Context: an optimization exercise on an open-source flow, tuned for small area, a short achievable clock period and few clock cycles per item. The choices shown serve that exercise and are no tape-out recipe. Function was checked by simulation only, so behaviour that the tests miss may differ from the original.

## flow/design.v

```verilog
`timescale 1ns / 1ps
package dxpid_pkg;
  localparam logic signed [33:0] CORDIC_GAIN = 34'sd652032874;
  localparam logic signed [17:0] PI_Q13      = 18'sd25736;
  localparam logic signed [17:0] HALF_PI_Q13 = 18'sd12868;
  localparam logic signed [17:0] TWO_PI_Q13  = 18'sd51472;
  localparam logic signed [48:0] SUM_MAX = 49'sd140737488355327;
  localparam logic signed [48:0] SUM_MIN = -49'sd140737488355328;
  localparam logic signed [49:0] TERM_SAT = 50'sd70368744177664;
  localparam logic [74:0] PROD_LIM = 75'd4611686018427387904;
  localparam int CORDIC_ITERS = 16;
  localparam int SQRT_ITERS   = 32;
  localparam int DIV_ITERS    = 56;
  function automatic logic signed [19:0] atan_q16(input logic [3:0] i);
    logic signed [19:0] v;
    case (i)
      4'd0:    v = 20'sd51472;
      4'd1:    v = 20'sd30386;
      4'd2:    v = 20'sd16055;
      4'd3:    v = 20'sd8150;
      4'd4:    v = 20'sd4091;
      4'd5:    v = 20'sd2047;
      4'd6:    v = 20'sd1024;
      4'd7:    v = 20'sd512;
      4'd8:    v = 20'sd256;
      4'd9:    v = 20'sd128;
      4'd10:   v = 20'sd64;
      4'd11:   v = 20'sd32;
      4'd12:   v = 20'sd16;
      4'd13:   v = 20'sd8;
      4'd14:   v = 20'sd4;
      default: v = 20'sd2;
    endcase
    atan_q16 = v;
  endfunction
  function automatic logic signed [31:0] sat32(input logic signed [66:0] v);
    logic signed [31:0] r;
    if (v > 67'sd2147483647) begin
      r = 32'sh7fffffff;
    end else if (v < -67'sd2147483648) begin
      r = 32'sh80000000;
    end else begin
      r = v[31:0];
    end
    sat32 = r;
  endfunction
endpackage
`timescale 1ns / 1ps
module drone_xyz_pid_velocity_controller (
  input  logic               clk,
  input  logic               rst_n,
  input  logic               in_valid,
  output logic               in_ready,
  input  logic signed [31:0] in_goal_x,
  input  logic signed [31:0] in_goal_y,
  input  logic signed [31:0] in_goal_z,
  input  logic signed [31:0] in_pos_x,
  input  logic signed [31:0] in_pos_y,
  input  logic signed [31:0] in_pos_z,
  input  logic signed [15:0] in_heading,
  input  logic        [15:0] in_elapsed,
  output logic               out_valid,
  input  logic               out_ready,
  output logic signed [31:0] out_vel_x_cmd,
  output logic signed [31:0] out_vel_y_cmd,
  output logic signed [31:0] out_vel_z_cmd,
  input  logic               cfg_we,
  input  logic        [2:0]  cfg_index,
  input  logic        [23:0] cfg_data
);
  localparam int T = 17;
  localparam logic [4:0] PH_LAST = 5'(T - 1);
  localparam logic [2:0] REG_KP_PL = 3'd0;
  localparam logic [2:0] REG_KI_PL = 3'd1;
  localparam logic [2:0] REG_KD_PL = 3'd2;
  localparam logic [2:0] REG_KP_VT = 3'd3;
  localparam logic [2:0] REG_KI_VT = 3'd4;
  localparam logic [2:0] REG_KD_VT = 3'd5;
  localparam logic [2:0] REG_LIM_PL = 3'd6;
  localparam logic [2:0] REG_LIM_VT = 3'd7;
  logic [23:0] kp_pl_r, ki_pl_r, kd_pl_r, kp_vt_r, ki_vt_r, kd_vt_r;
  logic [23:0] lim_pl_r, lim_vt_r;
  logic               first_r;
  logic signed [31:0] prev_x_r, prev_y_r, prev_z_r;
  logic signed [47:0] sum_x_r, sum_y_r, sum_z_r;
  logic signed [31:0] cmd_x_r, cmd_y_r, cmd_z_r;
  logic               out_valid_r;
  logic [4:0] ph;
  logic       last, empty, blk, adv, run, acc_in;
  logic       va, vb, vc, vd;
  assign last      = (ph == PH_LAST);
  assign empty     = !va && !vb && !vc && !vd;
  assign blk       = vd && out_valid_r;
  assign adv       = (last && !blk) || empty;
  assign run       = !last || adv;
  assign in_ready  = adv;
  assign acc_in    = in_valid && adv;
  assign out_valid = out_valid_r;
  assign out_vel_x_cmd = cmd_x_r;
  assign out_vel_y_cmd = cmd_y_r;
  assign out_vel_z_cmd = cmd_z_r;
  always_ff @(posedge clk) begin
    if (!rst_n) begin
      ph <= 5'd0;
      va <= 1'b0;
      vb <= 1'b0;
      vc <= 1'b0;
      vd <= 1'b0;
    end else if (adv) begin
      ph <= 5'd0;
      va <= acc_in;
      vb <= va;
      vc <= vb;
      vd <= vc;
    end else if (!last) begin
      ph <= ph + 5'd1;
    end
  end
  always_ff @(posedge clk) begin
    if (!rst_n) begin
      kp_pl_r  <= 24'd65536;
      ki_pl_r  <= 24'd0;
      kd_pl_r  <= 24'd0;
      kp_vt_r  <= 24'd65536;
      ki_vt_r  <= 24'd0;
      kd_vt_r  <= 24'd0;
      lim_pl_r <= 24'd131072;
      lim_vt_r <= 24'd32768;
    end else if (cfg_we) begin
      unique case (cfg_index)
        REG_KP_PL:  kp_pl_r  <= cfg_data;
        REG_KI_PL:  ki_pl_r  <= cfg_data;
        REG_KD_PL:  kd_pl_r  <= cfg_data;
        REG_KP_VT:  kp_vt_r  <= cfg_data;
        REG_KI_VT:  ki_vt_r  <= cfg_data;
        REG_KD_VT:  kd_vt_r  <= cfg_data;
        REG_LIM_PL: lim_pl_r <= cfg_data;
        REG_LIM_VT: lim_vt_r <= cfg_data;
        default: ;
      endcase
    end
  end
  function automatic logic signed [31:0] sat34(input logic signed [33:0] v);
    if (v[33:31] == 3'b000 || v[33:31] == 3'b111) sat34 = v[31:0];
    else if (v[33]) sat34 = 32'sh80000000;
    else sat34 = 32'sh7fffffff;
  endfunction
  logic               za, nega;
  logic signed [15:0] hda;
  logic signed [31:0] dxa, dya, eza;
  logic [15:0]        dta;
  logic signed [30:0] cx, cy;
  logic signed [17:0] cz;
  logic signed [32:0] ddx, ddy, ddz;
  logic signed [17:0] a0, a1, a2, a3;
  logic               fold;
  logic signed [30:0] xs, ys;
  logic signed [17:0] at;
  always_comb begin
    ddx = {in_goal_x[31], in_goal_x} - {in_pos_x[31], in_pos_x};
    ddy = {in_goal_y[31], in_goal_y} - {in_pos_y[31], in_pos_y};
    ddz = {in_goal_z[31], in_goal_z} - {in_pos_z[31], in_pos_z};
    a0 = 18'(hda);
    a1 = (a0 > dxpid_pkg::PI_Q13) ? a0 - dxpid_pkg::TWO_PI_Q13 : a0;
    a2 = (a1 < -dxpid_pkg::PI_Q13) ? a1 + dxpid_pkg::TWO_PI_Q13 : a1;
    fold = 1'b0;
    a3 = a2;
    if (a2 > dxpid_pkg::HALF_PI_Q13) begin
      a3 = a2 - dxpid_pkg::PI_Q13;
      fold = 1'b1;
    end else if (a2 < -dxpid_pkg::HALF_PI_Q13) begin
      a3 = a2 + dxpid_pkg::PI_Q13;
      fold = 1'b1;
    end
    xs = cx >>> ph[3:0];
    ys = cy >>> ph[3:0];
    at = 18'(dxpid_pkg::atan_q16(ph[3:0]));
  end
  always_ff @(posedge clk) begin
    if (acc_in) begin
      za   <= (in_elapsed == 16'd0);
      dta  <= in_elapsed;
      dxa  <= sat34(34'(ddx));
      dya  <= sat34(34'(ddy));
      eza  <= sat34(34'(ddz));
      hda  <= in_heading;
    end else if (ph == 5'd0) begin
      nega <= fold;
      cx   <= 31'(dxpid_pkg::CORDIC_GAIN);
      cy   <= a3[17] ? -31'sd652032874 : 31'sd652032874;
      cz   <= {a3[14:0], 3'b000} + (a3[17] ? 18'sd51472 : -18'sd51472);
    end else if (ph <= 5'd15) begin
      cx <= cx + (cz[17] ? ys : -ys);
      cy <= cy + (cz[17] ? -xs : xs);
      cz <= cz + (cz[17] ? at : -at);
    end
  end
  logic               zb, negb;
  logic signed [31:0] cb, sb, dxb, dyb, ezb, exb, eyb;
  logic [15:0]        dtb;
  logic signed [31:0] ma;
  logic signed [16:0] mb;
  logic signed [41:0] pa1;
  logic signed [39:0] pb1;
  logic signed [63:0] acc1;
  function automatic logic signed [16:0] lo17(input logic signed [31:0] v);
    lo17 = {1'b0, v[15:0]};
  endfunction
  function automatic logic signed [16:0] hi17(input logic signed [31:0] v);
    hi17 = {v[31], v[31:16]};
  endfunction
  always_ff @(posedge clk) begin
    if (adv) begin
      zb   <= za;
      negb <= nega;
      cb   <= 32'(cx);
      sb   <= 32'(cy);
      dxb  <= dxa;
      dyb  <= dya;
      ezb  <= eza;
      dtb  <= dta;
    end
  end
  always_ff @(posedge clk) begin
    case (ph)
      5'd0:  begin ma <= cb;  mb <= lo17(dxb); end
      5'd1:  begin ma <= cb;  mb <= hi17(dxb); end
      5'd2:  begin ma <= sb;  mb <= lo17(dyb); end
      5'd3:  begin ma <= sb;  mb <= hi17(dyb); end
      5'd4:  begin ma <= cb;  mb <= lo17(dyb); end
      5'd5:  begin ma <= cb;  mb <= hi17(dyb); end
      5'd6:  begin ma <= sb;  mb <= lo17(dxb); end
      5'd7:  begin ma <= sb;  mb <= hi17(dxb); end
      5'd8:  begin ma <= exb; mb <= lo17(exb); end
      5'd9:  begin ma <= exb; mb <= hi17(exb); end
      5'd11: begin ma <= eyb; mb <= lo17(eyb); end
      5'd12: begin ma <= eyb; mb <= hi17(eyb); end
      default: ;
    endcase
    pa1 <= ma * $signed({1'b0, mb[8:0]});
    pb1 <= ma * $signed(mb[16:9]);
  end
  logic        a1ld, a1sub, a1sh, a1en;
  logic [63:0] a1op, a1oq;
  always_comb begin
    a1ld  = 1'b0;
    a1sub = 1'b0;
    a1sh  = 1'b0;
    a1en  = 1'b1;
    case (ph)
      5'd2:  begin a1ld = 1'b1; a1sub = negb; end
      5'd3:  begin a1sh = 1'b1; a1sub = negb; end
      5'd4:  begin a1sub = negb; end
      5'd5:  begin a1sh = 1'b1; a1sub = negb; end
      5'd6:  begin a1ld = 1'b1; a1sub = negb; end
      5'd7:  begin a1sh = 1'b1; a1sub = negb; end
      5'd8:  begin a1sub = !negb; end
      5'd9:  begin a1sh = 1'b1; a1sub = !negb; end
      5'd10: begin a1ld = 1'b1; end
      5'd11: begin a1sh = 1'b1; end
      5'd13: ;
      5'd14: begin a1sh = 1'b1; end
      default: a1en = 1'b0;
    endcase
    a1op = a1sh ? (64'(pa1) << 16) : 64'(pa1);
    a1oq = a1sh ? (64'(pb1) << 25) : (64'(pb1) << 9);
  end
  always_ff @(posedge clk) begin
    if (a1en) acc1 <= (a1ld ? 64'd0 : acc1) + (a1sub ? ~a1op : a1op) + (a1sub ? ~a1oq : a1oq) +
                      {62'd0, a1sub, 1'b0};
    if (ph == 5'd6) exb <= sat34(acc1[63:30]);
    if (ph == 5'd10) eyb <= sat34(acc1[63:30]);
  end
  logic signed [31:0] dv_err, dv_prev;
  logic signed [47:0] dv_sum;
  logic signed [32:0] dv_diff;
  logic [32:0]        dv_mag;
  logic signed [32:0] dvd;
  logic signed [48:0] up_s;
  logic signed [47:0] up_cl;
  logic [50:0]        qx, qy, qz;
  logic [15:0]        rx, ry, rz;
  logic [15:0]        tx, ty, tz;
  logic [17:0]        t3x, t3y, t3z, d3b;
  logic               dnx, dny, dnz;
  logic [50:0]        qx_n, qy_n, qz_n;
  logic [15:0]        rx_n, ry_n, rz_n;
  logic               stz, stx, sty;
  logic               q48;
  always_comb begin
    case (ph)
      5'd3:    begin dv_err = ezb; dv_prev = first_r ? ezb : prev_z_r; dv_sum = sum_z_r; end
      5'd7:    begin dv_err = exb; dv_prev = prev_x_r; dv_sum = sum_x_r; end
      default: begin dv_err = eyb; dv_prev = prev_y_r; dv_sum = sum_y_r; end
    endcase
    dv_diff = {dv_err[31], dv_err} - {dv_prev[31], dv_prev};
    dv_mag  = dvd[32] ? 33'(-dvd) : 33'(dvd);
    up_s = 49'(dv_sum) + 49'(dv_err);
    if (up_s[48] == up_s[47]) up_cl = up_s[47:0];
    else if (up_s[48]) up_cl = 48'(dxpid_pkg::SUM_MIN);
    else up_cl = 48'(dxpid_pkg::SUM_MAX);
  end
  always_ff @(posedge clk) begin
    if (!rst_n) begin
      first_r  <= 1'b1;
      prev_x_r <= '0;
      prev_y_r <= '0;
      prev_z_r <= '0;
      sum_x_r  <= '0;
      sum_y_r  <= '0;
      sum_z_r  <= '0;
    end else if (vb && !zb && !adv) begin
      case (ph)
        5'd3:  begin first_r <= 1'b0; prev_z_r <= ezb; sum_z_r <= up_cl; end
        5'd7:  begin prev_x_r <= exb; sum_x_r <= up_cl; end
        5'd11: begin prev_y_r <= eyb; sum_y_r <= up_cl; end
        default: ;
      endcase
    end
  end
  task automatic div4(input logic [50:0] qi, input logic [15:0] ri, input logic [15:0] d,
                      input logic [17:0] d3, output logic [50:0] qo, output logic [15:0] ro);
    logic [50:0] q;
    logic [15:0] r;
    logic [17:0] t;
    logic [18:0] c1, c2, c3;
    q = qi;
    r = ri;
    for (int k = 0; k < 2; k++) begin
      t  = {r, q[50:49]};
      c1 = {1'b0, t} - {3'b0, d};
      c2 = {1'b0, t} - {2'b0, d, 1'b0};
      c3 = {1'b0, t} - {1'b0, d3};
      if (!c3[18]) begin
        r = c3[15:0];
        q = {q[48:0], 2'd3};
      end else if (!c2[18]) begin
        r = c2[15:0];
        q = {q[48:0], 2'd2};
      end else if (!c1[18]) begin
        r = c1[15:0];
        q = {q[48:0], 2'd1};
      end else begin
        r = t[15:0];
        q = {q[48:0], 2'd0};
      end
    end
    qo = q;
    ro = r;
  endtask
  always_comb begin
    div4(qx, rx, tx, t3x, qx_n, rx_n);
    div4(qy, ry, ty, t3y, qy_n, ry_n);
    div4(qz, rz, tz, t3z, qz_n, rz_n);
    stz = (ph >= 5'd5) && run;
    stx = (ph <= 5'd3) || ((ph >= 5'd9) && run);
    sty = (ph <= 5'd7) || ((ph >= 5'd13) && run);
    q48 = dv_mag[32] && (dtb == 16'd1);
  end
  always_ff @(posedge clk) begin
    if (ph == 5'd3 || ph == 5'd7 || ph == 5'd11) dvd <= dv_diff;
    if (ph == 5'd0) d3b <= 18'(dtb) + {1'b0, dtb, 1'b0};
    if (ph == 5'd4 && !adv) begin
      qz  <= {dv_mag[31:0], 16'd0, 2'd0, q48};
      rz  <= {15'd0, dv_mag[32] && !q48};
      tz  <= dtb;
      t3z <= d3b;
      dnz <= dvd[32];
    end else if (stz) begin
      qz <= qz_n;
      rz <= rz_n;
    end
    if (ph == 5'd8 && !adv) begin
      qx  <= {dv_mag[31:0], 16'd0, 2'd0, q48};
      rx  <= {15'd0, dv_mag[32] && !q48};
      tx  <= dtb;
      t3x <= d3b;
      dnx <= dvd[32];
    end else if (stx) begin
      qx <= qx_n;
      rx <= rx_n;
    end
    if (ph == 5'd12 && !adv) begin
      qy  <= {dv_mag[31:0], 16'd0, 2'd0, q48};
      ry  <= {15'd0, dv_mag[32] && !q48};
      ty  <= dtb;
      t3y <= d3b;
      dny <= dvd[32];
    end else if (sty) begin
      qy <= qy_n;
      ry <= ry_n;
    end
  end
  logic               zc;
  logic signed [31:0] exc, eyc, ezc;
  logic [63:0] radsh;
  logic [31:0] srem, sroot;
  logic [31:0] srem_n, sroot_n;
  always_comb begin
    logic [33:0] t, tr;
    logic [34:0] d;
    logic [31:0] r, q;
    r = srem;
    q = sroot;
    for (int k = 0; k < 2; k++) begin
      t  = {r, radsh[63 - 2 * k], radsh[62 - 2 * k]};
      tr = {q, 2'b01};
      d  = {1'b0, t} - {1'b0, tr};
      if (!d[34]) begin
        r = d[31:0];
        q = {q[30:0], 1'b1};
      end else begin
        r = t[31:0];
        q = {q[30:0], 1'b0};
      end
    end
    srem_n  = r;
    sroot_n = q;
  end
  always_ff @(posedge clk) begin
    if (adv) begin
      zc    <= zb;
      exc   <= exb;
      eyc   <= eyb;
      ezc   <= ezb;
      radsh <= acc1;
      srem  <= '0;
      sroot <= '0;
    end else if (!ph[4]) begin
      radsh <= {radsh[59:0], 4'b0};
      srem  <= srem_n;
      sroot <= sroot_n;
    end
  end
  logic [31:0] m2a;
  logic [23:0] m2k;
  logic        m2add, m2sg, sg1;
  logic [43:0] pl1, ph1;
  logic [55:0] psum;
  logic [55:0] phold;
  logic signed [48:0] u_x, u_y, u_z;
  function automatic logic [31:0] cinv(input logic [31:0] v, input logic n);
    cinv = n ? ~v : v;
  endfunction
  always_ff @(posedge clk) begin
    case (ph)
      5'd0:  begin m2a <= {16'd0, sum_z_r[47:32] ^ {16{sum_z_r[47]}}}; m2k <= ki_vt_r; m2add <= 1'b0; m2sg <= 1'b0; end
      5'd1:  begin m2a <= cinv(sum_z_r[31:0], sum_z_r[47]); m2k <= ki_vt_r; m2add <= sum_z_r[47]; m2sg <= sum_z_r[47]; end
      5'd2:  begin m2a <= cinv(ezc, ezc[31]); m2k <= kp_vt_r; m2add <= ezc[31]; m2sg <= ezc[31]; end
      5'd3:  begin m2a <= {15'd0, qz[48:32]}; m2k <= kd_vt_r; m2add <= 1'b0; m2sg <= 1'b0; end
      5'd4:  begin m2a <= qz[31:0]; m2k <= kd_vt_r; m2add <= 1'b0; m2sg <= dnz; end
      5'd5:  begin m2a <= {16'd0, sum_x_r[47:32] ^ {16{sum_x_r[47]}}}; m2k <= ki_pl_r; m2add <= 1'b0; m2sg <= 1'b0; end
      5'd6:  begin m2a <= cinv(sum_x_r[31:0], sum_x_r[47]); m2k <= ki_pl_r; m2add <= sum_x_r[47]; m2sg <= sum_x_r[47]; end
      5'd7:  begin m2a <= {15'd0, qx[48:32]}; m2k <= kd_pl_r; m2add <= 1'b0; m2sg <= 1'b0; end
      5'd8:  begin m2a <= qx[31:0]; m2k <= kd_pl_r; m2add <= 1'b0; m2sg <= dnx; end
      5'd9:  begin m2a <= {16'd0, sum_y_r[47:32] ^ {16{sum_y_r[47]}}}; m2k <= ki_pl_r; m2add <= 1'b0; m2sg <= 1'b0; end
      5'd10: begin m2a <= cinv(sum_y_r[31:0], sum_y_r[47]); m2k <= ki_pl_r; m2add <= sum_y_r[47]; m2sg <= sum_y_r[47]; end
      5'd11: begin m2a <= {15'd0, qy[48:32]}; m2k <= kd_pl_r; m2add <= 1'b0; m2sg <= 1'b0; end
      5'd12: begin m2a <= qy[31:0]; m2k <= kd_pl_r; m2add <= 1'b0; m2sg <= dny; end
      5'd13: begin m2a <= cinv(exc, exc[31]); m2k <= kp_pl_r; m2add <= exc[31]; m2sg <= exc[31]; end
      5'd14: begin m2a <= cinv(eyc, eyc[31]); m2k <= kp_pl_r; m2add <= eyc[31]; m2sg <= eyc[31]; end
      5'd15: begin m2a <= cinv(exc, exc[31]); m2k <= lim_pl_r; m2add <= exc[31]; m2sg <= 1'b0; end
      5'd16: if (run) begin m2a <= cinv(eyc, eyc[31]); m2k <= lim_pl_r; m2add <= eyc[31]; m2sg <= 1'b0; end
      default: ;
    endcase
    if (run) begin
      pl1 <= m2a * m2k[11:0] + (m2add ? 44'(m2k[11:0]) : 44'd0);
      ph1 <= m2a * m2k[23:12] + (m2add ? 44'(m2k[23:12]) : 44'd0);
      sg1 <= m2sg;
    end
  end
  assign psum = 56'(pl1) + {ph1, 12'd0};
  logic        pp_term, pp_pair, pp_hold;
  logic [73:0] pp;
  logic        tsat;
  logic [48:0] tadd_n, tadd;
  logic        tcin_n, tcin;
  logic signed [48:0] u_base, u_new;
  always_comb begin
    pp_pair = (ph == 5'd3) || (ph == 5'd6) || (ph == 5'd8) || (ph == 5'd10) ||
              (ph == 5'd12) || (ph == 5'd14);
    pp_term = pp_pair || (ph == 5'd4) || (ph == 5'd15) || (ph == 5'd16);
    pp_hold = (ph == 5'd2) || (ph == 5'd5) || (ph == 5'd7) || (ph == 5'd9) ||
              (ph == 5'd11) || (ph == 5'd13);
    pp = (pp_pair ? {phold[41:0], 32'd0} : 74'd0) + 74'(pl1) + {18'd0, ph1, 12'd0};
    tsat = (pp[73:63] != 11'd0) || (pp[62] && (pp[61:0] != 62'd0));
    if (tsat) begin
      tadd_n = sg1 ? -49'sd70368744177664 : 49'sd70368744177664;
      tcin_n = 1'b0;
    end else begin
      tadd_n = sg1 ? ~{2'b00, pp[62:16]} : {2'b00, pp[62:16]};
      tcin_n = sg1 && (pp[15:0] == 16'd0);
    end
    case (ph)
      5'd4, 5'd9, 5'd13: u_base = '0;
      5'd5, 5'd7:        u_base = u_z;
      5'd11, 5'd16:      u_base = u_x;
      default:           u_base = u_y;
    endcase
    u_new = u_base + $signed(tadd) + 49'(tcin);
  end
  always_ff @(posedge clk) begin
    if (pp_term && run) begin
      tadd <= tadd_n;
      tcin <= tcin_n;
    end
    if (pp_hold) phold <= psum;
    case (ph)
      5'd4, 5'd5, 5'd7:   u_z <= u_new;
      5'd9, 5'd11:        u_x <= u_new;
      5'd13, 5'd15:       u_y <= u_new;
      default: ;
    endcase
  end
  logic               zd, eyzd;
  logic [31:0]        rd;
  logic [31:0]        rmx, rmy;
  logic [23:0]        smx, smy;
  logic signed [25:0] uxd, uyd;
  logic signed [31:0] czd;
  logic [31:0]        rmx_n, rmy_n;
  logic [23:0]        smx_n, smy_n;
  function automatic logic signed [25:0] sat26(input logic signed [48:0] v);
    if (v[48:25] == 24'd0 || v[48:25] == 24'hffffff) sat26 = v[25:0];
    else if (v[48]) sat26 = -26'sd33554432;
    else sat26 = 26'sd33554431;
  endfunction
  function automatic logic signed [31:0] clamp26(input logic signed [25:0] v, input logic [23:0] lim);
    logic [25:0] m;
    logic [26:0] d;
    m = v[25] ? ~v : v;
    d = {1'b0, m} - {3'b0, lim} - 27'(!v[25]);
    if (d[26]) clamp26 = 32'(v);
    else if (v[25]) clamp26 = -(32'({8'd0, lim}));
    else clamp26 = 32'({8'd0, lim});
  endfunction
  task automatic dv4(input logic [31:0] ri, input logic [23:0] si, input logic [31:0] d1,
                     input logic [33:0] d3, output logic [31:0] ro, output logic [23:0] so);
    logic [33:0] t;
    logic [34:0] c1, c2, c3;
    t  = {ri, si[23:22]};
    c1 = {1'b0, t} - {3'b0, d1};
    c2 = {1'b0, t} - {2'b0, d1, 1'b0};
    c3 = {1'b0, t} - {1'b0, d3};
    if (!c3[34]) begin
      ro = c3[31:0];
      so = {si[21:0], 2'd3};
    end else if (!c2[34]) begin
      ro = c2[31:0];
      so = {si[21:0], 2'd2};
    end else if (!c1[34]) begin
      ro = c1[31:0];
      so = {si[21:0], 2'd1};
    end else begin
      ro = t[31:0];
      so = {si[21:0], 2'd0};
    end
  endtask
  logic [33:0] rd3;
  always_comb begin
    dv4(rmx, smx, rd, rd3, rmx_n, smx_n);
    dv4(rmy, smy, rd, rd3, rmy_n, smy_n);
  end
  always_ff @(posedge clk) begin
    if (adv) begin
      zd   <= zc;
      eyzd <= (eyc == 32'sd0);
      rd   <= sroot;
      uxd  <= sat26(u_new);
      czd  <= clamp26(sat26(u_z), lim_vt_r);
    end else begin
      if (ph == 5'd0) begin
        uyd <= sat26(u_new);
        rmx <= psum[55:24];
        smx <= psum[23:0];
        rd3 <= {2'b0, rd} + {1'b0, rd, 1'b0};
      end else if (ph <= 5'd12) begin
        rmx <= rmx_n;
        smx <= smx_n;
      end
      if (ph == 5'd1) begin
        rmy <= psum[55:24];
        smy <= psum[23:0];
      end else if (ph >= 5'd2 && ph <= 5'd13) begin
        rmy <= rmy_n;
        smy <= smy_n;
      end
      if (ph == 5'd14) begin
        uxd <= 26'(clamp26(uxd, eyzd ? lim_pl_r : smx));
        uyd <= 26'(clamp26(uyd, eyzd ? 24'd0 : smy));
      end
    end
  end
  always_ff @(posedge clk) begin
    if (!rst_n) begin
      out_valid_r <= 1'b0;
      cmd_x_r     <= '0;
      cmd_y_r     <= '0;
      cmd_z_r     <= '0;
    end else begin
      if (out_valid_r && out_ready) begin
        out_valid_r <= 1'b0;
      end
      if (adv && vd) begin
        out_valid_r <= 1'b1;
        if (!zd) begin
          cmd_x_r <= 32'(uxd);
          cmd_y_r <= 32'(uyd);
          cmd_z_r <= czd;
        end
      end
    end
  end
endmodule
```

## flow/run.sh

```bash
#!/bin/bash
# synth_recipe.tcl (not shown) runs the flow's synth.tcl, then flattens the netlist and writes it again
# the make line also repeats each setting of config.mk as NAME=value (left out here)
make -C /OpenROAD-flow-scripts/flow DESIGN_CONFIG=/design/flow/config.mk WORK_HOME=/design/flow/orfs CLKGATE_MAP_FILE= SYNTH_SCRIPT=/design/flow/synth_recipe.tcl finish
```

## flow/config.mk

```make
export PLATFORM = sky130hd
export DESIGN_NAME = drone_xyz_pid_velocity_controller
export DESIGN_NICKNAME = drone_xyz_pid_velocity_controller
export VERILOG_FILES = /design/flow/design.v
export SDC_FILE = /design/flow/constraint.sdc
export NUM_CORES = 4
export LEC_CHECK = 0
export CAP_MARGIN = 20
export CORE_MARGIN = 2
export CORE_UTILIZATION = 55
export SETUP_SLACK_MARGIN = 4
export SLEW_MARGIN = 20
```

## flow/constraint.sdc

```tcl
create_clock -name core_clock -period 11.0 [get_ports {clk}]
set_input_delay 2.2000 -clock core_clock [delete_from_list [all_inputs] [get_ports {clk}]]
set_output_delay 2.2000 -clock core_clock [all_outputs]
set_load 0.01 [all_outputs]
```

==> reports/qor.log, run 1 <==
qor: detailed_routing.num_vias 169700
qor: clock_network.cts-htree-levels 5
qor: global_route.global_route_wire_length_before_repair 1035000 um
qor: synthesis.synth.avg_cell_area 9.053 um2
qor: finish.area_delta_synth_final 13.83%
qor: timing.totalNegativeSetupSlack 0 ns
qor: die.boundaryPins 354
qor: synthesis.post_synthesis_net_count 25300
qor: timing.finalHoldViolations 0
qor: worst_hold_path.worst_hold_path_type register to register
qor: timing.fmax 141.6 MHz
qor: finish.nNetsFinal 25820
qor: setup_path.timing.reg2reg.setup_slack 3.94 ns
qor: die.fp.dieH 609.2 um
qor: clock_network.buffers_from_clock_root_to_sink_at_most 4
qor: die.initial_core_util 55.15%
qor: detailed_routing.drt_pass1_iterations 9
qor: setup_path.worst_ep_required_time 11.87 ns
qor: synthesis.yosys_most_used_dff edfxtp_1
qor: die.rows 222
qor: global_route.antenna_found_initial 34
qor: detailed_routing.wire_per_inst 25.34 um
qor: synthesis.top_post_synthesis_cells_by_area edfxtp_1, fa_1, ha_1
qor: die.floorplan.core_area 365300 um2
qor: synthesis.synth-async-reset-ratio 0%
qor: finish.regArea 64780 um2
qor: clock_network.cts-buffers-inserted 289
qor: setup_path.cell_class_contributing_the_biggest_share_of_worst_path_delay compound AO/OA/AOI/OAI gates
qor: timing.slew_headroom 14.10%
qor: global_route.pin_count_of_the_biggest_net_entering_global_routing 201
qor: setup_path.critPathMostFrequentCell o21ai_2
qor: detailed_routing.via_per_inst 6.092
qor: synthesis.synth_largest_area_cell edfxtp_1
qor: clock_network.cts_hold_buf 0
qor: die.floorplan.die_area 371100 um2
qor: synthesis.seq_area_frac_synth 32.14%
qor: timing.setup_viol 0
qor: synthesis.postSynthRegisterBits 2419
qor: detailed_routing.antenna_violating_nets_post_route 0
qor: synthesis.mappedNetlistArea 201500 um2
qor: timing.final.period_utilization 64.21%
qor: finish.final_std_cells_w_o_fill 27850
qor: timing.worst_clock_skew 0.06277 ns
qor: detailed_routing.finalWirelength 705700 um
qor: finish.layout.filler_cells 31170
qor: global_route.first_global_vias 161800
qor: global_route.grt_usage 36.74%
qor: placed_design.hpwlAfterDp 517100 um
qor: timing.final_period_minus_worst_setup_slack 7.063 ns
qor: setup_path.path_buf_inv 4
qor: clock_network.tritoncts_num_sinks 2419
qor: setup_path.criticalPathCategory register to register
qor: finish.multi_input_comb_area 128800 um2
qor: setup_path.critPathArrivalTime 7.93 ns
qor: synthesis.synth_top_area_share 24.31%
qor: clock_network.tritoncts_clock_tree yes
qor: synthesis.ys_warn_count 1
qor: setup_path.crit_slowest_cell or4b_4
qor: status.run_status timing/DRC/antenna clean
qor: synthesis.yosys.cell_types.count 105
qor: die.floorplan.die.width 609.2 um
qor: global_route.globalRouteOverflowTotal 0
qor: synthesis.synth-edff-count 1631
qor: clock_network.cts_clock_pin_slew_for_the_worst_setup_and_hold_paths 0.07 ns
qor: clock_network.clock_tree_root clkbuf_16
qor: timing.tightest_slew 1.279 ns
qor: timing.rsz_0062_raised_after_global_routing yes
qor: placed_design.buffer_ports.inserted 353
qor: setup_path.critical_path_fanouts_max 6
qor: setup_path.critical_path.startpoint_type register
qor: placed_design.placed_cells_incl_taps 26720
qor: setup_path.crit_path_max_incr_delay 0.55 ns
qor: clock_network.insertion_delay 0.97 ns
qor: synthesis.syn_inst 22250
qor: finish.post_route_cells_drive_above_1_share 9.673%
qor: detailed_routing.drc_errors 0
qor: placed_design.gpl.final_weighted_congestion 1.009
qor: detailed_routing.drt_iter0_drc 18320
qor: setup_path.end_kind register
qor: timing.slew_violations 0
qor: flow_run.max-cap-violations 0
-- cell type report --
class	count	area share, %
sequential	2419	28.25
timing repair buffer	1233	5.149
antenna	20	0.02183
inverter	2167	3.577
clock inverter	154	0.7633
clock buffer	375	3.466
multi-input combinational	16660	56.15
tap	4816	2.628
-- path summary, 6_finish.rpt --
check	cells past startpoint	start	end
setup reg to reg	39	qy[49]$_DFFE_PP_	ry[2]$_SDFFE_PP0N_
setup / recovery	39	qy[49]$_DFFE_PP_	ry[2]$_SDFFE_PP0N_
hold / removal	0	dxa[4]$_DFFE_PP_	dxb[4]$_DFFE_PN_
hold reg to reg	0	dxa[4]$_DFFE_PP_	dxb[4]$_DFFE_PN_
-- through the flow --
stage / area [um2] / setup WS, ns / hold slack (ns) / util [%]
2_1_floorplan: 202000 / 2.691 / 0.4003 / -
3_3_place_gp: 210300 / 2.200 / 0.4012 / 57.57
3_5_place_dp: 210300 / 2.087 / 0.4045 / 57.59
4_1_cts: 224800 / 3.836 / 0.3987 / 61.54
5_1_grt: 229300 / 3.578 / 0.4077 / 62.77
6_report: 229300 / 3.937 / 0.3934 / 62.78
-- flip-flops by register name, indices dropped and copies added, names as in the netlist, 49 cells and up --
name	count
radsh	64
acc1	64
qz	51
u_x	49
qx	51
qy	51
u_z	49
u_y	49
-- cells in the mapped netlist (all sizes together) (215+ instances only) --
cell / number
mux2i: 313
inv: 2165
clkbuf: 904
ha: 1616
nand3: 370
xnor2: 958
nor2b: 215
and2: 727
nor2: 1315
o21ai: 1280
a21o: 289
a21oi: 1626
fa: 1178
xor2: 506
nand2: 3158
nor3: 339
edfxtp: 1631
dfxtp: 788
-- placed cells by master, fill, tap and decap left out, types with 502 or more instances in the layout --
cell type and instances:
xor2_1 502, and2_1 716, fa_1 1163, a21oi_1 1525, nand2_1 3125, inv_1 2121
edfxtp_1 1631, nor2_1 1268, xnor2_1 940, dfxtp_1 779, o21ai_0 1114, ha_1 1579
buf_4 714
-- layer usage --
metal | wire (um) | GRT usage [%] | up-vias
met5 | 86 | 0 | -
met4 | 45590 | 19.64 | 12
met3 | 57280 | 5.518 | 1592
met2 | 317700 | 58.43 | 7305
met1 | 285100 | 48.47 | 82770
li1 | - | - | 77980
-- logic make-up (layout without fill, tap and decap cells) --
kind of cell,Yosys count,count (layout),share of synthesized area [%]
XOR/XNOR,1464,1464,6.369
other,0,20,0
adder cells (fa/ha/maj),2806,2806,21.80
AND/OR/NAND/NOR,6920,6929,15.62
buffers and inverters,3180,3929,5.977
multiplexers,413,413,2.276
AO/OA/AOI/OAI,5050,5052,15.81
flip-flops,2419,2419,32.14
-- what timing repair did --
action,in CTS,in global routing
setup endpoints to repair,506,486
pin swaps,199,343
resized for setup,458,574
setup buffers,326,214
cloned,20,17
Testbench counts, summed over its fixed seeds: cycles 41,224, items 2,400.
==> inputs of run 2 (changes only) <==
--- a/flow/design.v
+++ b/flow/design.v
@@ -147,7 +147,7 @@
   endfunction
   logic               za, nega;
   logic signed [15:0] hda;
-  logic signed [31:0] dxa, dya, eza;
+  logic signed [32:0] dxa, dya, eza;
   logic [15:0]        dta;
   logic signed [30:0] cx, cy;
   logic signed [17:0] cz;
@@ -180,9 +180,9 @@
     if (acc_in) begin
       za   <= (in_elapsed == 16'd0);
       dta  <= in_elapsed;
-      dxa  <= sat34(34'(ddx));
-      dya  <= sat34(34'(ddy));
-      eza  <= sat34(34'(ddz));
+      dxa  <= ddx;
+      dya  <= ddy;
+      eza  <= ddz;
       hda  <= in_heading;
     end else if (ph == 5'd0) begin
       nega <= fold;
@@ -215,9 +215,9 @@
       negb <= nega;
       cb   <= 32'(cx);
       sb   <= 32'(cy);
-      dxb  <= dxa;
-      dyb  <= dya;
-      ezb  <= eza;
+      dxb  <= sat34(34'(dxa));
+      dyb  <= sat34(34'(dya));
+      ezb  <= sat34(34'(eza));
       dtb  <= dta;
     end
   end
==> run 2 against run 1 <==
Compared with the run above: now fails the layout checks on slew limit; fmax rose by 1.7%; sequential cell count rose by 3; synthesized area up 1.3%; core utilization shrank 0.49 points; register-to-register slack better by 0.12 ns; routed wire length decreased by 1.9%; hold slack better by 0.0096 ns; clock skew increased by 0.016 ns; worst setup slack improved by 0.12 ns.
==> reports/qor.log, run 2 <==
qor: timing.totalNegativeSetupSlack 0 ns
qor: synthesis.post_synthesis_net_count 25490
qor: synthesis.postSynthRegisterBits 2422
qor: detailed_routing.num_vias 170000
qor: finish.area_delta_synth_final 12.70%
qor: placed_design.hpwlAfterDp 510500 um
qor: die.floorplan.die.width 613.0 um
qor: synthesis.yosys.cell_types.count 112
qor: timing.tightest_slew 1.657 ns
qor: worst_hold_path.worst_hold_path_type register to register
qor: setup_path.end_kind register
qor: detailed_routing.wire_per_inst 24.76 um
qor: global_route.first_global_vias 161100
qor: timing.rsz_0062_raised_after_global_routing yes
qor: die.boundaryPins 354
qor: detailed_routing.drc_errors 0
qor: detailed_routing.drt_iter0_drc 17840
qor: clock_network.tritoncts_num_sinks 2422
qor: clock_network.tritoncts_clock_tree yes
qor: synthesis.synth-edff-count 1634
qor: setup_path.timing.reg2reg.setup_slack 4.05 ns
qor: clock_network.buffers_from_clock_root_to_sink_at_most 4
qor: global_route.global_route_wire_length_before_repair 1018000 um
qor: finish.post_route_cells_drive_above_1_share 8.446%
qor: clock_network.clock_tree_root clkbuf_16
qor: setup_path.critical_path.startpoint_type register
qor: timing.setup_viol 0
qor: setup_path.worst_ep_required_time 11.74 ns
qor: timing.fmax 144.0 MHz
qor: status.run_status failed layout checks
qor: timing.final.period_utilization 63.15%
qor: detailed_routing.finalWirelength 692500 um
qor: die.floorplan.die_area 375800 um2
qor: synthesis.synth_largest_area_cell edfxtp_1
qor: clock_network.cts_hold_buf 0
qor: clock_network.cts_clock_pin_slew_for_the_worst_setup_and_hold_paths 0.06 ns
qor: synthesis.mappedNetlistArea 204000 um2
qor: timing.final_period_minus_worst_setup_slack 6.947 ns
qor: die.floorplan.core_area 369100 um2
qor: setup_path.criticalPathCategory register to register
qor: synthesis.yosys.cell_count.top_type nand2_1
qor: synthesis.synth-async-reset-ratio 0%
qor: status.failed_layout_checks slew limit
qor: detailed_routing.via_per_inst 6.079
qor: clock_network.insertion_delay 0.96 ns
qor: setup_path.critical_path_fanouts_max 55
qor: timing.worst_clock_skew 0.07834 ns
qor: timing.slew_headroom -10.50%
qor: finish.biggestRegsByFlops acc1: 64 flops, radsh: 64 flops
qor: detailed_routing.drt_pass1_iterations 10
qor: synthesis.synth_top_area_share 24.05%
qor: clock_network.cts-buffers-inserted 291
qor: global_route.pin_count_of_the_biggest_net_entering_global_routing 242
qor: finish.nNetsFinal 25800
qor: die.rows 223
qor: timing.finalHoldViolations 0
qor: timing.slew_violations 148
qor: flow_run.max-cap-violations 0
qor: synthesis.ys_warn_count 1
qor: global_route.grt_usage 35.73%
qor: setup_path.critPathArrivalTime 7.69 ns
qor: synthesis.synth.avg_cell_area 9.096 um2
qor: placed_design.gpl.final_weighted_congestion 0.9909
qor: synthesis.ys_top_cells_by_count nand2_1, inv_1, edfxtp_1
qor: global_route.antenna_found_initial 51
qor: detailed_routing.antenna_violating_nets_post_route 0
qor: global_route.globalRouteOverflowTotal 0
qor: placed_design.buffer_ports.inserted 353
qor: synthesis.syn_inst 22430
qor: synthesis.top_post_synthesis_cells_by_area edfxtp_1, fa_1, ha_1
qor: finish.layout_common_cells nand2_1, inv_1, edfxtp_1
qor: finish.layout.cells.most_common nand2_1
qor: die.initial_core_util 55.27%
qor: clock_network.cts-htree-levels 5
qor: synthesis.yosys_most_used_dff edfxtp_1
qor: timing.fin_hold_ws 0.4030 ns
qor: synthesis.seq_area_frac_synth 31.78%
qor: die.fp.dieH 613.0 um
[run 2: repair_timing]
| action | in CTS | in global routing |
|---|---|---|
| setup buffers | 214 | 106 |
| pin swaps | 125 | 230 |
| cloned | 14 | 17 |
| setup endpoints to repair | 441 | 380 |
| gates resized for setup | 410 | 499 |
[run 2: final cells by class]
cell class,instances,area [um2]
fill,31860,139200
multi-input combinational,16820,130500
sequential,2422,64870
timing repair buffer,1037,9905
inverter,2178,8237
clock buffer,367,7984
tap,4950,6193
clock inverter,172,2160
antenna,21,52.55
timing repair inverter,1,7.507
[run 2: routing by layer]
layer / up-vias / part of all wire [%] / global-route usage, %
li1: 78470 / - / -
met1: 82590 / 41 / 47.40
met2: 7390 / 45 / 56.34
met3: 1531 / 8.2 / 5.606
met4: 18 / 6.3 / 18.89
met5: - / 0.017 / 0
[run 2: cell families (layout without fill, tap and decap cells)]
| family | Yosys count | count (layout) | synth area share (%) |
|---|---|---|---|
| AO/OA/AOI/OAI | 5102 | 5110 | 16.55 |
| XOR/XNOR | 1442 | 1442 | 6.205 |
| adder cells (fa/ha/maj) | 2805 | 2805 | 21.53 |
| buffers and inverters | 3205 | 3755 | 5.942 |
| flip-flops | 2422 | 2422 | 31.78 |
| multiplexers | 371 | 371 | 2.084 |
| other | 0 | 21 | 0 |
| AND/OR/NAND/NOR | 7082 | 7089 | 15.90 |
[run 2: worst paths after layout]
| path | start | cells past startpoint | to |
|---|---|---|---|
| worst min register to register | dta[0]$_DFFE_PP_ | 0 | dtb[0]$_DFFE_PN_ |
| worst min-delay path | dta[0]$_DFFE_PP_ | 0 | dtb[0]$_DFFE_PN_ |
| worst max-delay path | ph[4]$_SDFFE_PP0N_ | 21 | sum_y_r[7]$_SDFFE_PN0P_ |
| worst max register to register | ph[4]$_SDFFE_PP0N_ | 21 | sum_y_r[7]$_SDFFE_PN0P_ |
[run 2: critical path, stage by stage, from the launching register on]
cell,delay [ns]
dfxtp_4,0.47
nor2_4,0.37
nand2_8,0.28
buf_12,0.28
o21ai_0,0.74
ha_1,0.44
nand4_1,0.12
a21oi_1,0.07
o21a_1,0.13
or3_1,0.34
o41ai_2,0.42
o21ai_0,0.14
buf_4,0.18
a41o_1,0.30
o41ai_4,0.30
o2111ai_2,0.27
a31oi_2,0.25
a21oi_1,0.14
or4b_2,0.74
a21o_4,0.39
o21ai_0,0.17
o21ai_0,0.13
[run 2: through the flow]
stage	cell area (um2)	utilization, %	std cells	setup slack [ns]
global placement	213200	57.76	27050	1.785
finish	229900	62.29	27970	4.053
global route	229900	62.28	27950	3.726
floorplan	204300	-	22430	4.001
detailed placement	213200	57.76	27050	1.746
CTS	226800	61.44	27820	3.928
Testbench counts of run 2, summed over its fixed seeds: cycles 41,224, items 2,400.

==> static timing again, ports no longer ideal <==
The flow's constraints put no driver on any port. The routed layouts listed below were extracted and timed again, unchanged, in two steps.
Step 1 (the two cells are an assumption about what drives the block):
set clk [get_ports {clk}]
set_driving_cell -lib_cell sky130_fd_sc_hd__clkbuf_16 $clk
set_driving_cell -lib_cell sky130_fd_sc_hd__buf_2 [delete_from_list [all_inputs] $clk]
Step 2 times the ports against the registers' clock, not the clock port: input delays grow and output delays shrink by t, the midpoint of the rising clock arrivals with the driver on.
Slacks: ideal / step 1 / step 2; pairs: ideal / step 1.
run	shift t [ns]	slack for setup (ns)	hold slack, ns	worst setup path at the end	cell pins on the clock port's net
run 1	1.070	3.937 / 3.937 / 3.447	0.393 / 0.393 / 0.393	input to register	1
run 2	1.043	4.053 / 4.053 / 3.458	0.403 / 0.403 / 0.403	input to register	1
For run 2, which loses most, drivers alone change the setup slack by 0.000 ns; drivers and shift together by -0.595 ns.
